From an optimization exercise on the open Yosys and OpenROAD flow, aimed at small area; shortcuts taken in it are not production practice. Function was checked by simulation only, so behaviour that the tests miss may differ from the original. Power is estimated from default activity; no workload was simulated.

==> trial 53 <==
==> flow/design.v <==
package pdvl_pkg;
   localparam int CmdW     = 16;
   localparam int VelW     = 16;
   localparam int GainW    = 24;
   localparam int ScaleW   = 32;
   localparam int CsrIdxW  = 3;
   localparam int CsrDataW = 32;
endpackage
import pdvl_pkg::*;
module dual_axis_pd_velocity_loop (
   input  logic                   clock,
   input  logic                   reset,
   input  logic                   req_valid,
   output logic                   req_ready,
   input  logic [CmdW-1:0]        req_cmd_x,
   input  logic [CmdW-1:0]        req_cmd_y,
   input  logic [VelW-1:0]        req_vel_x,
   input  logic [VelW-1:0]        req_vel_y,
   output logic                   rsp_valid,
   input  logic                   rsp_ready,
   output logic [CmdW-1:0]        rsp_out_x,
   output logic [CmdW-1:0]        rsp_out_y,
   output logic                   rsp_clipped,
   input  logic                   csr_valid,
   output logic                   csr_ready,
   input  logic [CsrIdxW-1:0]     csr_index,
   input  logic [CsrDataW-1:0]    csr_data
);
   localparam int W = 26;
   typedef enum logic [2:0] {
      S_IDLE,    
      S_AW,      
      S_A0,      
      S_AI,      
      S_A1,      
      S_BI,      
      S_B,       
      S_O        
   } state_t;
   logic signed [GainW-1:0]  kp_x, kp_y, kd_x, kd_y;
   logic [ScaleW-1:0]        sc_x, sc_y;
   logic [4:0]               ph_x, ph_y;
   logic                     den;
   state_t                   st;
   logic                     axis, lap, first;
   logic [4:0]               g;
   logic [31:0]              ring;
   logic                     prev_ok;
   logic signed [W-1:0]      acc;
   logic                     ovf_e, brw;
   logic [CmdW-1:0]          rsp_x_q, rsp_y_q;
   logic                     clip_q, rsp_v_q;
   logic [CsrDataW-1:0] wdat;
   logic [7:0]          wld;
   assign csr_ready = 1'b1;
   assign wdat      = reset ? '0 : csr_data;
   always_comb begin
      for (int i = 0; i < 8; i++)
         wld[i] = reset | (csr_valid && csr_index == 3'(i));
   end
   always_ff @(posedge clock) begin
      if (wld[0]) kp_x <= wdat[GainW-1:0];
      if (wld[1]) kp_y <= wdat[GainW-1:0];
      if (wld[2]) kd_x <= wdat[GainW-1:0];
      if (wld[3]) kd_y <= wdat[GainW-1:0];
      if (wld[6]) den  <= reset | csr_data[0];
      sc_x <= wld[4] ? wdat : {sc_x[0], sc_x[ScaleW-1:1]};
      sc_y <= wld[5] ? wdat : {sc_y[0], sc_y[ScaleW-1:1]};
      ph_x <= wld[4] ? 5'd0 : ph_x + 5'd1;
      ph_y <= wld[5] ? 5'd0 : ph_y + 5'd1;
   end
   logic [4:0]              ph;
   logic                    sbit;
   assign ph   = axis ? ph_y : ph_x;
   assign sbit = axis ? sc_y[0] : sc_x[0];
   state_t     st_n;
   logic       axis_n, lap_n;
   logic [4:0] g_n, ph_n;
   logic       q_avel, q_cmd, q_bkd, q_bkp, q_neg, q_shift, q_sat, q_j15;
   assign g_n = g + 5'd1;
   always_comb begin
      st_n   = st;
      axis_n = axis;
      lap_n  = lap;
      case (st)
         S_IDLE: begin
            axis_n = 1'b0;
            if (req_valid && !rsp_v_q) st_n = S_AW;
         end
         S_AW:   if (ph == 5'd31) st_n = S_A0;
         S_A0:   if (ph == 5'd16) st_n = S_AI;
         S_AI:   if (ph == 5'd15) st_n = S_A1;
         S_A1:   if (ph == 5'd31) st_n = S_BI;
         S_BI: begin
            lap_n = 1'b0;
            if (g == 5'd31) st_n = S_B;
         end
         S_B: begin
            if (g == 5'd31) lap_n = 1'b1;
            if (lap && g[1]) st_n = S_O;
         end
         default: begin
            axis_n = 1'b1;
            st_n   = axis ? S_IDLE : S_AW;
         end
      endcase
      if (reset) st_n = S_IDLE;
      ph_n = (axis_n ? ph_y : ph_x) + 5'd1;
   end
   always_ff @(posedge clock) begin
      q_avel  <= (st_n == S_A0 && !ph_n[4]) || st_n == S_A1;
      q_cmd   <= (st_n == S_A0 && ph_n[4]) || (st_n == S_B && lap_n && g_n[1]);
      q_bkd   <= st_n == S_B && !(lap_n && g_n[1]) && (g_n[0] == axis_n);
      q_bkp   <= st_n == S_B && !(lap_n && g_n[1]) && (g_n[0] != axis_n);
      q_neg   <= (st_n == S_A0 && !ph_n[4]) || (st_n == S_A1 && ph_n != 5'd31) ||
                 (st_n == S_B && lap_n && !g_n[1]);
      q_shift <= (st_n == S_A0 && !ph_n[4]) || st_n == S_A1 ||
                 (st_n == S_B && !lap_n && g_n[0]);
      q_sat   <= g_n[4:1] != 4'd15 && !lap_n;
      q_j15   <= g_n[4:1] == 4'd15;
   end
   logic       ej, pj, dj, bnext, b16;
   assign ej    = (ovf_e && q_sat) ? ~rsp_y_q[15] : rsp_y_q[0];
   assign pj    = ring[0] & prev_ok;
   assign dj    = lap ? brw : (ej ^ pj ^ brw);
   assign bnext = (~ej & pj) | (~(ej ^ pj) & brw);
   assign b16   = ej ^ pj ^ bnext;
   logic signed [W-1:0] madd, sum;
   logic [W:0]          cy;
   logic                s_vel, s_cmd, s_kp, s_kd, neg, shift;
   assign s_vel = q_avel & sbit;
   assign s_cmd = q_cmd;
   assign s_kd  = q_bkd & dj & den;
   assign s_kp  = q_bkp & ej;
   assign neg   = q_neg;
   assign shift = q_shift;
   logic sx_vel, sx_cmd, sx_kp, sx_kd, sy_vel, sy_cmd, sy_kp, sy_kd;
   logic signed [W-1:0] vx_w, vy_w, cx_w, cy_w, kpx_w, kpy_w, kdx_w, kdy_w;
   assign sx_vel = s_vel & !axis;
   assign sy_vel = s_vel &  axis;
   assign sx_cmd = s_cmd & !axis;
   assign sy_cmd = s_cmd &  axis;
   assign sx_kp  = s_kp  & !axis;
   assign sy_kp  = s_kp  &  axis;
   assign sx_kd  = s_kd  & !axis;
   assign sy_kd  = s_kd  &  axis;
   assign vx_w   = {{(W-CmdW){req_vel_x[CmdW-1]}}, req_vel_x};
   assign vy_w   = {{(W-CmdW){req_vel_y[CmdW-1]}}, req_vel_y};
   assign cx_w   = {{(W-CmdW){req_cmd_x[CmdW-1]}}, req_cmd_x};
   assign cy_w   = {{(W-CmdW){req_cmd_y[CmdW-1]}}, req_cmd_y};
   assign kpx_w  = W'(kp_x);
   assign kpy_w  = W'(kp_y);
   assign kdx_w  = W'(kd_x);
   assign kdy_w  = W'(kd_y);
   assign madd = (({W{sx_vel}} & vx_w)  | ({W{sy_vel}} & vy_w)  |
                  ({W{sx_cmd}} & cx_w)  | ({W{sy_cmd}} & cy_w)  |
                  ({W{sx_kp}}  & kpx_w) | ({W{sy_kp}}  & kpy_w) |
                  ({W{sx_kd}}  & kdx_w) | ({W{sy_kd}}  & kdy_w)) ^ {W{neg}};
   assign cy[0] = neg;
   for (genvar i = 0; i < W; i++) begin : g_add
      assign sum[i]   = acc[i] ^ madd[i] ^ cy[i];
      assign cy[i+1]  = (acc[i] & madd[i]) | (acc[i] & cy[i]) | (madd[i] & cy[i]);
   end
   logic        hi_same, ovf_a, ovf_o;
   logic [CmdW-1:0] osat;
   assign hi_same = (acc[W-1:15] == '0) || (acc[W-1:15] == '1);
   assign ovf_a   = (acc != {W{rsp_y_q[CmdW-1]}});
   assign ovf_o   = !hi_same;
   assign osat    = ovf_o ? {acc[W-1], {(CmdW-1){~acc[W-1]}}} : acc[CmdW-1:0];
   logic accept;
   assign accept    = (st == S_O) && axis;
   assign req_ready = accept;
   always_ff @(posedge clock) begin
      st   <= st_n;
      axis <= axis_n;
      lap  <= lap_n;
      if (reset) begin
         g       <= '0;
         rsp_v_q <= 1'b0;
         prev_ok <= 1'b0;
      end else begin
         g <= g_n;
         if (accept) rsp_v_q <= 1'b1;
         else if (rsp_ready) rsp_v_q <= 1'b0;
         if (accept && den) prev_ok <= 1'b1;
      end
   end
   always_ff @(posedge clock) begin
      first <= (st == S_A1);
      if (st == S_AW) acc <= W'(16'h7fff);
      else if (st == S_BI) acc <= W'(32'h8000);
      else if (shift) acc <= sum >>> 1;
      else acc <= sum;
      if (st == S_BI && first) ovf_e <= ovf_a;
      if (st == S_BI) brw <= 1'b0;
      else if (q_bkd && !lap) brw <= q_j15 ? b16 : bnext;
      ring <= {(q_bkd && !lap && den) ? ej : ring[0], ring[31:1]};
      if (st == S_O && !axis) rsp_x_q <= osat;
      if (st == S_A1) rsp_y_q <= {sum[0], rsp_y_q[CmdW-1:1]};
      else if (st == S_BI && first) rsp_y_q[CmdW-1] <= acc[W-1];
      else if (st == S_B && q_shift) rsp_y_q <= {rsp_y_q[CmdW-1], rsp_y_q[CmdW-1:1]};
      else if (accept) rsp_y_q <= osat;
      if (st == S_IDLE && !rsp_v_q) clip_q <= 1'b0;
      else if (st == S_BI && first) clip_q <= clip_q | ovf_a;
      else if (st == S_O) clip_q <= clip_q | ovf_o;
   end
   assign rsp_valid   = rsp_v_q;
   assign rsp_out_x   = rsp_x_q;
   assign rsp_out_y   = rsp_y_q;
   assign rsp_clipped = clip_q;
endmodule
==> flow/flow/run.sh <==
#!/bin/bash
# Layout flow: the standard ORFS flow, with two changes:
#  - port buffers use sky130_fd_sc_hd__buf_1 (every port still gets a buffer);
#  - clock tree sinks are clustered in larger groups and no dummy loads are
#    added, so the tree needs fewer buffers.
# make's full output goes to flow_make.log; ORFS keeps each step's log under
# orfs/logs/.
set -euo pipefail
bash standard.sh \
   "BUFFER_PORTS_ARGS=-buffer_cell sky130_fd_sc_hd__buf_1" \
   "CTS_ARGS=-sink_clustering_enable -repair_clock_nets -dont_use_dummy_load -sink_clustering_size 30 -sink_clustering_max_diameter 120" \
   finish > flow_make.log 2>&1
==> flow/standard.sh <==
#!/bin/bash
# synth_recipe.tcl (not shown) runs the flow's synth.tcl, then flattens the netlist and writes it again
# the make line also repeats each setting of config.mk as NAME=value (left out here)
make -C /OpenROAD-flow-scripts/flow DESIGN_CONFIG=/design/flow/config.mk WORK_HOME=/design/flow/orfs CLKGATE_MAP_FILE= SYNTH_SCRIPT=/design/flow/synth_recipe.tcl "${@:-finish}"
==> flow/config.mk <==
export PLATFORM = sky130hd
export DESIGN_NAME = dual_axis_pd_velocity_loop
export DESIGN_NICKNAME = dual_axis_pd_velocity_loop
export VERILOG_FILES = /design/flow/design.v
export SDC_FILE = /design/flow/constraint.sdc
export NUM_CORES = 4
export LEC_CHECK = 0
export CAP_MARGIN = 20
export CORE_MARGIN = 2
export CORE_UTILIZATION = 40
export SLEW_MARGIN = 20
==> flow/constraint.sdc <==
create_clock -name core_clock -period 11.0 [get_ports {clock}]
set_input_delay 2.2000 -clock core_clock [delete_from_list [all_inputs] [get_ports {clock}]]
set_output_delay 2.2000 -clock core_clock [all_outputs]
set_load 0.01 [all_outputs]
==> trial 84 (differences from trial 53) <==
--- a/flow/design.v
+++ b/flow/design.v
@@ -42,7 +42,7 @@
    logic [4:0]               ph_x, ph_y;
    logic                     den;
    state_t                   st;
-   logic                     axis, lap, first;
+   logic                     axis, lap;
    logic [4:0]               g;
    logic [31:0]              ring;
    logic                     prev_ok;
@@ -73,54 +73,11 @@
    logic                    sbit;
    assign ph   = axis ? ph_y : ph_x;
    assign sbit = axis ? sc_y[0] : sc_x[0];
-   state_t     st_n;
-   logic       axis_n, lap_n;
-   logic [4:0] g_n, ph_n;
-   logic       q_avel, q_cmd, q_bkd, q_bkp, q_neg, q_shift, q_sat, q_j15;
-   assign g_n = g + 5'd1;
-   always_comb begin
-      st_n   = st;
-      axis_n = axis;
-      lap_n  = lap;
-      case (st)
-         S_IDLE: begin
-            axis_n = 1'b0;
-            if (req_valid && !rsp_v_q) st_n = S_AW;
-         end
-         S_AW:   if (ph == 5'd31) st_n = S_A0;
-         S_A0:   if (ph == 5'd16) st_n = S_AI;
-         S_AI:   if (ph == 5'd15) st_n = S_A1;
-         S_A1:   if (ph == 5'd31) st_n = S_BI;
-         S_BI: begin
-            lap_n = 1'b0;
-            if (g == 5'd31) st_n = S_B;
-         end
-         S_B: begin
-            if (g == 5'd31) lap_n = 1'b1;
-            if (lap && g[1]) st_n = S_O;
-         end
-         default: begin
-            axis_n = 1'b1;
-            st_n   = axis ? S_IDLE : S_AW;
-         end
-      endcase
-      if (reset) st_n = S_IDLE;
-      ph_n = (axis_n ? ph_y : ph_x) + 5'd1;
-   end
-   always_ff @(posedge clock) begin
-      q_avel  <= (st_n == S_A0 && !ph_n[4]) || st_n == S_A1;
-      q_cmd   <= (st_n == S_A0 && ph_n[4]) || (st_n == S_B && lap_n && g_n[1]);
-      q_bkd   <= st_n == S_B && !(lap_n && g_n[1]) && (g_n[0] == axis_n);
-      q_bkp   <= st_n == S_B && !(lap_n && g_n[1]) && (g_n[0] != axis_n);
-      q_neg   <= (st_n == S_A0 && !ph_n[4]) || (st_n == S_A1 && ph_n != 5'd31) ||
-                 (st_n == S_B && lap_n && !g_n[1]);
-      q_shift <= (st_n == S_A0 && !ph_n[4]) || st_n == S_A1 ||
-                 (st_n == S_B && !lap_n && g_n[0]);
-      q_sat   <= g_n[4:1] != 4'd15 && !lap_n;
-      q_j15   <= g_n[4:1] == 4'd15;
-   end
-   logic       ej, pj, dj, bnext, b16;
-   assign ej    = (ovf_e && q_sat) ? ~rsp_y_q[15] : rsp_y_q[0];
+   logic [3:0] j;
+   logic       op_kd, ej, pj, dj, bnext, b16;
+   assign j     = g[4:1];
+   assign op_kd = (g[0] == axis);
+   assign ej    = (ovf_e && !lap && j != 4'd15) ? ~rsp_y_q[15] : rsp_y_q[0];
    assign pj    = ring[0] & prev_ok;
    assign dj    = lap ? brw : (ej ^ pj ^ brw);
    assign bnext = (~ej & pj) | (~(ej ^ pj) & brw);
@@ -128,12 +85,43 @@
    logic signed [W-1:0] madd, sum;
    logic [W:0]          cy;
    logic                s_vel, s_cmd, s_kp, s_kd, neg, shift;
-   assign s_vel = q_avel & sbit;
-   assign s_cmd = q_cmd;
-   assign s_kd  = q_bkd & dj & den;
-   assign s_kp  = q_bkp & ej;
-   assign neg   = q_neg;
-   assign shift = q_shift;
+   always_comb begin
+      s_vel = 1'b0;
+      s_cmd = 1'b0;
+      s_kp  = 1'b0;
+      s_kd  = 1'b0;
+      neg   = 1'b0;
+      shift = 1'b0;
+      case (st)
+         S_A0: begin
+            if (!ph[4]) begin
+               s_vel = sbit;
+               neg   = 1'b1;
+               shift = 1'b1;
+            end else begin
+               s_cmd = 1'b1;
+            end
+         end
+         S_A1: begin
+            s_vel = sbit;
+            neg   = (ph != 5'd31);
+            shift = 1'b1;
+         end
+         S_B: begin
+            if (lap && g[1]) begin
+               s_cmd = 1'b1;
+            end else if (op_kd) begin
+               s_kd = dj & den;
+               neg  = lap;
+            end else begin
+               s_kp = ej;
+               neg  = lap;
+            end
+            shift = g[0] & !lap;
+         end
+         default: ;
+      endcase
+   end
    logic sx_vel, sx_cmd, sx_kp, sx_kd, sy_vel, sy_cmd, sy_kp, sy_kd;
    logic signed [W-1:0] vx_w, vy_w, cx_w, cy_w, kpx_w, kpy_w, kdx_w, kdy_w;
    assign sx_vel = s_vel & !axis;
@@ -164,44 +152,55 @@
    logic        hi_same, ovf_a, ovf_o;
    logic [CmdW-1:0] osat;
    assign hi_same = (acc[W-1:15] == '0) || (acc[W-1:15] == '1);
-   assign ovf_a   = (acc != {W{rsp_y_q[CmdW-1]}});
+   assign ovf_a   = (acc[CmdW-1:0] != {CmdW{rsp_y_q[CmdW-1]}});
    assign ovf_o   = !hi_same;
    assign osat    = ovf_o ? {acc[W-1], {(CmdW-1){~acc[W-1]}}} : acc[CmdW-1:0];
    logic accept;
    assign accept    = (st == S_O) && axis;
    assign req_ready = accept;
    always_ff @(posedge clock) begin
-      st   <= st_n;
-      axis <= axis_n;
-      lap  <= lap_n;
       if (reset) begin
+         st      <= S_IDLE;
          g       <= '0;
          rsp_v_q <= 1'b0;
          prev_ok <= 1'b0;
       end else begin
-         g <= g_n;
+         g <= g + 5'd1;
          if (accept) rsp_v_q <= 1'b1;
          else if (rsp_ready) rsp_v_q <= 1'b0;
          if (accept && den) prev_ok <= 1'b1;
+         case (st)
+            S_IDLE: if (req_valid && !rsp_v_q) st <= S_AW;
+            S_AW:   if (ph == 5'd31) st <= S_A0;
+            S_A0:   if (ph == 5'd16) st <= S_AI;
+            S_AI:   if (ph == 5'd15) st <= S_A1;
+            S_A1:   if (ph == 5'd31) st <= S_BI;
+            S_BI:   if (g == 5'd31) st <= S_B;
+            S_B:    if (lap && g[1]) st <= S_O;
+            default: st <= axis ? S_IDLE : S_AW;
+         endcase
       end
    end
    always_ff @(posedge clock) begin
-      first <= (st == S_A1);
+      if (st == S_IDLE) axis <= 1'b0;
+      else if (st == S_O) axis <= 1'b1;
+      if (st == S_BI) lap <= 1'b0;
+      else if (st == S_A1 || (st == S_B && g == 5'd31)) lap <= 1'b1;
       if (st == S_AW) acc <= W'(16'h7fff);
       else if (st == S_BI) acc <= W'(32'h8000);
       else if (shift) acc <= sum >>> 1;
       else acc <= sum;
-      if (st == S_BI && first) ovf_e <= ovf_a;
+      if (st == S_BI && lap) ovf_e <= ovf_a;
       if (st == S_BI) brw <= 1'b0;
-      else if (q_bkd && !lap) brw <= q_j15 ? b16 : bnext;
-      ring <= {(q_bkd && !lap && den) ? ej : ring[0], ring[31:1]};
+      else if (st == S_B && op_kd && !lap) brw <= (j == 4'd15) ? b16 : bnext;
+      ring <= {(st == S_B && op_kd && !lap && den) ? ej : ring[0], ring[31:1]};
       if (st == S_O && !axis) rsp_x_q <= osat;
       if (st == S_A1) rsp_y_q <= {sum[0], rsp_y_q[CmdW-1:1]};
-      else if (st == S_BI && first) rsp_y_q[CmdW-1] <= acc[W-1];
-      else if (st == S_B && q_shift) rsp_y_q <= {rsp_y_q[CmdW-1], rsp_y_q[CmdW-1:1]};
+      else if (st == S_BI && lap) rsp_y_q[CmdW-1] <= acc[W-1];
+      else if (st == S_B && g[0] && !lap) rsp_y_q <= {rsp_y_q[CmdW-1], rsp_y_q[CmdW-1:1]};
       else if (accept) rsp_y_q <= osat;
       if (st == S_IDLE && !rsp_v_q) clip_q <= 1'b0;
-      else if (st == S_BI && first) clip_q <= clip_q | ovf_a;
+      else if (st == S_BI && lap) clip_q <= clip_q | ovf_a;
       else if (st == S_O) clip_q <= clip_q | ovf_o;
    end
    assign rsp_valid   = rsp_v_q;
==> flow/flow/run.sh (replaced) <==
#!/bin/bash
# Layout flow: the standard ORFS flow (standard.sh), with three changes:
#  - synthesis is synth_recipe.tcl with ABC's script swapped for an
#    area-oriented one (flow/synth_area.tcl, flow/area.abc);
#  - port buffers use sky130_fd_sc_hd__buf_1 (every port still gets a buffer);
#  - the clock tree uses sky130_fd_sc_hd__clkbuf_8, clusters up to 16 sinks
#    within 80 um per buffer and adds no dummy loads, so it needs fewer and
#    smaller buffers.
# make's full output goes to flow_make.log; ORFS keeps each step's log under
# orfs/logs/.
set -euo pipefail
export FLOW_WORK="$PWD"
bash standard.sh \
   "SYNTH_SCRIPT=$PWD/flow/synth_area.tcl" \
   "BUFFER_PORTS_ARGS=-buffer_cell sky130_fd_sc_hd__buf_1" \
   "CTS_ARGS=-sink_clustering_enable -repair_clock_nets -dont_use_dummy_load -sink_clustering_size 16 -sink_clustering_max_diameter 80 -buf_list sky130_fd_sc_hd__clkbuf_8" \
   finish > flow_make.log 2>&1
==> flow/flow/area.abc (new file) <==
strash
&get -n
&fraig -x
&put
dc2
strash
&get -n
&dch -f
&nf -R 1000
&put
==> flow/flow/synth_area.tcl (new file) <==
# The standard synthesis (synth_recipe.tcl, sourced unchanged), with one
# change: ABC maps the combinational logic with an area-oriented script
# (area.abc) instead of ORFS's speed script. Flip-flops are mapped before ABC
# runs, so the registers are the standard synthesis's.
proc abc {args} {
  set i [lsearch $args -script]
  if {$i >= 0} {
    lset args [expr {$i + 1}] [file join $::env(FLOW_WORK) flow area.abc]
  }
  yosys abc {*}$args
}
source [file join $::env(FLOW_WORK) synth_recipe.tcl]
==> results by group <==
Routing
  • DR pass1 iterations: 9

Run status
  • Outcome: finished clean

Power and ir drop
  • P_int: 0.00183 W
  • Pwr dens: 222 nW/um^2

Final layout
  • CLK BUF: 21
  • Most frequent cells in the layout: 145 x dfxtp_1, 137 x buf_1, 130 x edfxtp_1
  • Area Overhead vs Synth: 14.8%

Hold path
  • Hold EP: ring[21]
That was trial 84.
==> results by group <==
Routing
  • DR pass1 iterations: 5

Final layout
  • CLK BUF: 13

Hold path
  • Hold EP: ring[14]

Run status
  • Outcome: finished clean

Power and ir drop
  • Pwr dens: 136 nW/um^2
That was trial 53.

-- static timing again, ports no longer ideal --
Ports are ideal in the flow. The routed layouts listed here were re-timed in OpenROAD. Step 1 assumes that a clkbuf_16 drives the clock port and a buf_2 every other input. Step 2 also shifts input and output timing later by t, the mid clock arrival at the registers, as if the neighbouring blocks saw the same clock. Three values: no drivers, after step 1, after step 2; two values: the first two.
run | t (ns) | slack for setup (ns) | latest minus earliest clock arrival (ns) | cell pins on the clock port's net
trial 53 | 0.514 | 0.222 / 0.247 / -0.268 | 0.036 / 0.037 | 1
trial 84 | 0.571 | 0.452 / 0.468 / -0.103 | 0.044 / 0.044 | 1
With both steps, setup timing fails in trial 53 and trial 84, where it was met with ideal ports. The setup slack of trial 84, which loses most, moves by +0.016 ns with the drivers and by -0.555 ns with both steps.
